This is an optimization exercise on Yosys and OpenROAD, whose aim is small area, a short achievable clock period and few clock cycles per item, not a production implementation.
In this exercise RTL edits were held to simulation tests only and were not proved equivalent to the original.

==> trial 1 <==
## pid_heading_speed_controller
module pid_heading_speed_controller
(
    input  logic                 clk,
    input  logic                 rst_n,
    input  logic                 cfg_we,
    input  logic [phsc_pkg::CFG_IDX_W-1:0] cfg_index,
    input  logic [phsc_pkg::DATA_W-1:0]    cfg_data,
    input  logic                 s_axis_tvalid,
    output logic                 s_axis_tready,
    input  logic [2*phsc_pkg::DATA_W-1:0]  s_axis_tdata,    
    output logic                 m_axis_tvalid,
    input  logic                 m_axis_tready,
    output logic [2*phsc_pkg::DATA_W-1:0]  m_axis_tdata     
);
Settings: LEC_CHECK=0, CAP_MARGIN=20, CORE_MARGIN=2, CORE_UTILIZATION=50, CTS_CLUSTER_DIAMETER=100, CTS_CLUSTER_SIZE=24, PLACE_DENSITY=0.65, SLEW_MARGIN=20; clock period 11.0 ns.
standard.sh (not shown) runs the stock make flow with config.mk's settings and CLKGATE_MAP_FILE= SYNTH_SCRIPT=/design/flow/synth_recipe.tcl, a recipe that flattens the netlist after the stock synthesis.
==> flow/flow/run.sh <==
#!/bin/bash
# standard layout, with timing repair aiming below the clock period (setup margin in ns)
set -euo pipefail
MARGIN=$(cat flow/margin.txt)
bash standard.sh SETUP_SLACK_MARGIN=$MARGIN finish > flow_make.log 2>&1
==> flow/flow/margin.txt <==
6.5
==> trial 61: changes against trial 1 <==
==> flow/config.mk (replaced) <==
export PLATFORM = sky130hd
export DESIGN_NAME = pid_heading_speed_controller
export DESIGN_NICKNAME = pid_heading_speed_controller
export VERILOG_FILES = /design/flow/design.v
export SDC_FILE = /design/flow/constraint.sdc
export NUM_CORES = 4
export LEC_CHECK = 0
export CAP_MARGIN = 20
export CORE_MARGIN = 2
export CORE_UTILIZATION = 40
export CTS_CLUSTER_DIAMETER = 100
export CTS_CLUSTER_SIZE = 24
export PLACE_DENSITY = 0.6
export SLEW_MARGIN = 20
==> trial 8: changes against trial 1 <==
--- a/flow/design.v
+++ b/flow/design.v
@@ -3107,43 +3107,16 @@
             rs <= s[PW-1:LO];
             rc <= c[PW-1:LO];
             rt <= t[PW-1:LO];
             rk <= lo[LO+1:LO];
         end
     end
     assign p_hi = rs + rc + rt + {{(PW-LO-2){1'b0}}, rk};
 endmodule
-module phsc_csreg2 #(
-    parameter int PW = 64,
-    parameter int LO = 16
-)(
-    input  logic              clk,
-    input  logic              en,
-    input  logic [PW-1:0]     s,
-    input  logic [PW-1:0]     c,
-    output logic [PW-LO-1:0]  p_hi
-);
-    logic [LO:0]      lo;
-    logic [PW-LO-1:0] rs, rc;
-    logic             rk;
-    logic [PW-LO:0]   sum;
-    assign lo = {1'b0, s[LO-1:0]} + {1'b0, c[LO-1:0]};
-    always_ff @(posedge clk)
-    begin
-        if (en)
-        begin
-            rs <= s[PW-1:LO];
-            rc <= c[PW-1:LO];
-            rk <= lo[LO];
-        end
-    end
-    assign sum  = {rs, 1'b1} + {rc, rk};
-    assign p_hi = sum[PW-LO:1];
-endmodule
 module pid_heading_speed_controller
 (
     input  logic                 clk,
     input  logic                 rst_n,
     input  logic                 cfg_we,
     input  logic [phsc_pkg::CFG_IDX_W-1:0] cfg_index,
     input  logic [phsc_pkg::DATA_W-1:0]    cfg_data,
     input  logic                 s_axis_tvalid,
@@ -3282,81 +3255,79 @@
     assign diff1     = phsc_pkg::sat_acc({diff_wide[32], diff_wide});
     logic signed [32:0] h1_pt;
     assign h1_pt     = {h1[31], h1} + {2'b00, head_thr_reg};
     assign turn1     = h1[31] ? h1_pt[32] : (h1 > $signed({1'b0, head_thr_reg}));
     assign far1      = d1 > $signed({1'b0, dist_thr_reg});
     logic [49:0] hdt_s1, hdt_c1;   
     logic [33:0] hdt_hi;           
     phsc_csae_32x18 u_hdt (.a(hm1), .one(dt_one), .two(dt_two), .neg(dt_neg), .s(hdt_s1), .c(hdt_c1));
-    phsc_csreg2 #(.PW(50)) r_hdt (.clk(clk), .en(adv), .s(hdt_s1), .c(hdt_c1), .p_hi(hdt_hi));
+    phsc_csreg #(.PW(50)) r_hdt (.clk(clk), .en(adv), .s(hdt_s1), .c(hdt_c1), .t(50'd0), .p_hi(hdt_hi));
     logic signed [31:0] diff2, h2, d2;
     logic               upd2, fz2;
     always_ff @(posedge clk)
     begin
         if (adv)
         begin
             diff2 <= diff1;
             h2    <= h1;
             d2    <= d1;
             upd2  <= turn1 || far1;
             fz2   <= turn1;
         end
     end
+    logic signed [33:0] x2;
+    logic signed [18:0] xc2;
+    assign x2 = hdt_hi;
+    always_comb
+    begin
+        if (x2 > 34'sd131072)
+            xc2 = 19'sd131072;
+        else if (x2 < -34'sd131072)
+            xc2 = -19'sd131072;
+        else
+            xc2 = x2[18:0];
+    end
     logic [63:0] dr_s2, dr_c2;     
     logic [47:0] dr_hi;
     phsc_csae_32x32 u_dr (.a(diff2), .one(rt_one), .two(rt_two), .neg(rt_neg), .s(dr_s2), .c(dr_c2));
-    phsc_csreg2 #(.PW(64)) r_dr (.clk(clk), .en(adv), .s(dr_s2), .c(dr_c2), .p_hi(dr_hi));
-    logic signed [33:0] x3;            
+    phsc_csreg #(.PW(64)) r_dr (.clk(clk), .en(adv), .s(dr_s2), .c(dr_c2), .t(64'd0), .p_hi(dr_hi));
+    logic signed [18:0] xc3;
     logic signed [31:0] h3, d3;
     logic               upd3, fz3;
     always_ff @(posedge clk)
     begin
         if (adv)
         begin
-            x3   <= hdt_hi;
+            xc3  <= xc2;
             h3   <= h2;
             d3   <= d2;
             upd3 <= upd2;
             fz3  <= fz2;
         end
     end
     logic signed [17:0] integral_reg;
     logic signed [19:0] int_sum;
-    logic               x_hi, x_lo, int_hi, int_lo;
     logic signed [17:0] int_new;
-    assign x_hi    = x3 > 34'sd131072;
-    assign x_lo    = x3 < -34'sd131072;
-    assign int_sum = {{2{integral_reg[17]}}, integral_reg} + {x3[18], x3[18:0]};
-    assign int_hi  = x_hi || (!x_lo && (int_sum > 20'sd65536));
-    assign int_lo  = x_lo || (!x_hi && (int_sum < -20'sd65536));
-    assign int_new = int_hi ? 18'sd65536 : (int_lo ? -18'sd65536 : int_sum[17:0]);
-    logic [8:0] in_one, in_two, in_neg;
-    logic [8:0] in_one_d, in_two_d, in_neg_d;
-    logic [8:0] is_one, is_two, is_neg;
-    phsc_benc #(.BW(18)) u_enc_in (.b(int_sum[17:0]), .one(is_one), .two(is_two), .neg(is_neg));
-    assign in_one_d = (int_hi || int_lo) ? 9'h100 : is_one;
-    assign in_two_d = (int_hi || int_lo) ? 9'h000 : is_two;
-    assign in_neg_d = int_lo ? 9'h100 : (int_hi ? 9'h000 : is_neg);
+    assign int_sum = {{2{integral_reg[17]}}, integral_reg} + {xc3[18], xc3};
+    always_comb
+    begin
+        if (int_sum > 20'sd65536)
+            int_new = 18'sd65536;
+        else if (int_sum < -20'sd65536)
+            int_new = -18'sd65536;
+        else
+            int_new = int_sum[17:0];
+    end
     always_ff @(posedge clk or negedge rst_n)
     begin
         if (!rst_n)
-        begin
             integral_reg <= '0;
-            in_one       <= '0;
-            in_two       <= '0;
-            in_neg       <= '0;
-        end
         else if (adv && v3)
-        begin
             integral_reg <= int_new;
-            in_one       <= in_one_d;
-            in_two       <= in_two_d;
-            in_neg       <= in_neg_d;
-        end
     end
     logic signed [31:0] deriv3;
     assign deriv3 = phsc_pkg::sat_q48(dr_hi);
     logic signed [31:0] deriv4, h4, d4;
     logic               upd4, fz4;
     always_ff @(posedge clk)
     begin
         if (adv)
@@ -3368,25 +3339,25 @@
             fz4    <= fz3;
         end
     end
     logic [63:0] kp_s4, kp_c4;     
     logic [49:0] ki_s4, ki_c4;     
     logic [63:0] kd_s4, kd_c4;     
     logic [63:0] fw_s4, fw_c4;     
     phsc_csae_32x32 u_kp  (.a(h4),         .one(kp_one), .two(kp_two), .neg(kp_neg), .s(kp_s4), .c(kp_c4));
-    phsc_csae_32x18 u_ki  (.a(i_gain_reg), .one(in_one), .two(in_two), .neg(in_neg), .s(ki_s4), .c(ki_c4));
+    phsc_csa_32x18  u_ki  (.a(i_gain_reg), .b(integral_reg), .s(ki_s4), .c(ki_c4));
     phsc_csae_32x32 u_kd  (.a(deriv4),     .one(kd_one), .two(kd_two), .neg(kd_neg), .s(kd_s4), .c(kd_c4));
     phsc_csae_32x32 u_fwd (.a(d4),         .one(kf_one), .two(kf_two), .neg(kf_neg), .s(fw_s4), .c(fw_c4));
     logic [47:0] kp_hi, kd_hi, kf_hi;
     logic [33:0] ki_hi;
-    phsc_csreg2 #(.PW(64)) r_kp (.clk(clk), .en(adv), .s(kp_s4), .c(kp_c4), .p_hi(kp_hi));
-    phsc_csreg2 #(.PW(50)) r_ki (.clk(clk), .en(adv), .s(ki_s4), .c(ki_c4), .p_hi(ki_hi));
-    phsc_csreg2 #(.PW(64)) r_kd (.clk(clk), .en(adv), .s(kd_s4), .c(kd_c4), .p_hi(kd_hi));
-    phsc_csreg2 #(.PW(64)) r_kf (.clk(clk), .en(adv), .s(fw_s4), .c(fw_c4), .p_hi(kf_hi));
+    phsc_csreg #(.PW(64)) r_kp (.clk(clk), .en(adv), .s(kp_s4), .c(kp_c4), .t(64'd0), .p_hi(kp_hi));
+    phsc_csreg #(.PW(50)) r_ki (.clk(clk), .en(adv), .s(ki_s4), .c(ki_c4), .t(50'd0), .p_hi(ki_hi));
+    phsc_csreg #(.PW(64)) r_kd (.clk(clk), .en(adv), .s(kd_s4), .c(kd_c4), .t(64'd0), .p_hi(kd_hi));
+    phsc_csreg #(.PW(64)) r_kf (.clk(clk), .en(adv), .s(fw_s4), .c(fw_c4), .t(64'd0), .p_hi(kf_hi));
     logic upd5, fz5;
     always_ff @(posedge clk)
     begin
         if (adv)
         begin
             upd5 <= upd4;
             fz5  <= fz4;
         end
==> flow/run.sh (new file) <==
#!/bin/bash
# synth_recipe.tcl (not shown) runs the flow's synth.tcl, then flattens the netlist and writes it again
# the make line also repeats each setting of config.mk as NAME=value (left out here)
make -C /OpenROAD-flow-scripts/flow DESIGN_CONFIG=/design/flow/config.mk WORK_HOME=/design/flow/orfs CLKGATE_MAP_FILE= SYNTH_SCRIPT=/design/flow/synth_recipe.tcl finish
==> flow/config.mk (replaced) <==
export PLATFORM = sky130hd
export DESIGN_NAME = pid_heading_speed_controller
export DESIGN_NICKNAME = pid_heading_speed_controller
export VERILOG_FILES = /design/flow/design.v
export SDC_FILE = /design/flow/constraint.sdc
export NUM_CORES = 4
export LEC_CHECK = 0
export CAP_MARGIN = 20
export CORE_MARGIN = 2
export CORE_UTILIZATION = 40
export CTS_CLUSTER_DIAMETER = 100
export CTS_CLUSTER_SIZE = 30
export PLACE_DENSITY = 0.6
export SETUP_SLACK_MARGIN = 5
export SLEW_MARGIN = 20
removed: flow/flow/run.sh
removed: flow/flow/margin.txt
removed: flow/standard.sh
==> summary.txt <==
metric	trial 8	trial 1	trial 61
Result of the run	no timing/DRC/antenna violations	no timing/DRC/antenna violations	no timing/DRC/antenna violations
Worst hold margin	0.408 ns	0.374 ns	0.418 ns
Detail Placement HPWL	434,000 um	382,000 um	405,000 um
Most common cell in the synthesized netlist	inv_1	a22oi_1	a22oi_1
Number of sinks handled by clock tree synthesis	1,518	1,560	1,560
Synthesized area per cell	9.68 um^2	10.2 um^2	10.2 um^2
Routed len/inst	27.4 um	28.2 um	28.1 um
Required @ worst endpoint	11.75 ns	11.58 ns	11.65 ns
Average vias per placed instance	6.08	6.31	6.01
Share of cell area taken by multi-input logic gates	63.8%	61.9%	61.3%
Setup repair bufs after CTS	0	112	58
Clock network area share	1.86%	1.86%	1.82%
Core Area	456,000 um^2	352,000 um^2	441,000 um^2
Layout Cell Area excl Fill	193,000 um^2	193,000 um^2	195,000 um^2
Post-synthesis simple-gate area fraction	4.98%	3.60%	3.60%
Maximum net fanout on the critical path	67	16	32
Count of warnings emitted by yosys	9	7	7
Sequential element share of the synthesized area	23.8%	25.2%	25.2%
Gate count of the mapped netlist	18.9k	17.3k	17.3k
Maximum operating frequency	179 MHz	222 MHz	220 MHz
Testbench counts of trial 1, summed over its fixed seeds: cycles 4,856, items 4,800.
Testbench counts of trial 61, summed over its fixed seeds: cycles 4,856, items 4,800.
Testbench counts of trial 8, summed over its fixed seeds: cycles 4,856, items 4,800.

## separate check: timing with driven ports
In the flow no input, the clock included, has a driving cell. The finished layouts below were timed again as built, in two steps. Step 1 (the two cells are an assumption about what drives the block):
set clk [get_ports {clk}]
set_driving_cell -lib_cell sky130_fd_sc_hd__clkbuf_16 $clk
set_driving_cell -lib_cell sky130_fd_sc_hd__buf_2 [delete_from_list [all_inputs] $clk]
Step 2 moves the port delays by t, midway between the first and last clock arrival at a register: inputs arrive t later, outputs are due t later. That takes back most of the time a late clock gives input paths. a / b / c = ideal / step 1 / step 2; a / b = the first two.
| run | t (ns) | slack for setup (ns) | worst setup path after step 2 |
|---|---|---|---|
| trial 1 | 1.028 | 6.491 / 6.491 / 5.972 | input to register |
| trial 61 | 1.039 | 6.453 / 6.453 / 5.656 | input to register |
| trial 8 | 1.046 | 5.405 / 5.405 / 5.405 | register to register |
After both steps setup and hold are still met in every run listed. For trial 61, which loses most, drivers alone change the setup slack by 0.000 ns; drivers and shift together by -0.797 ns.
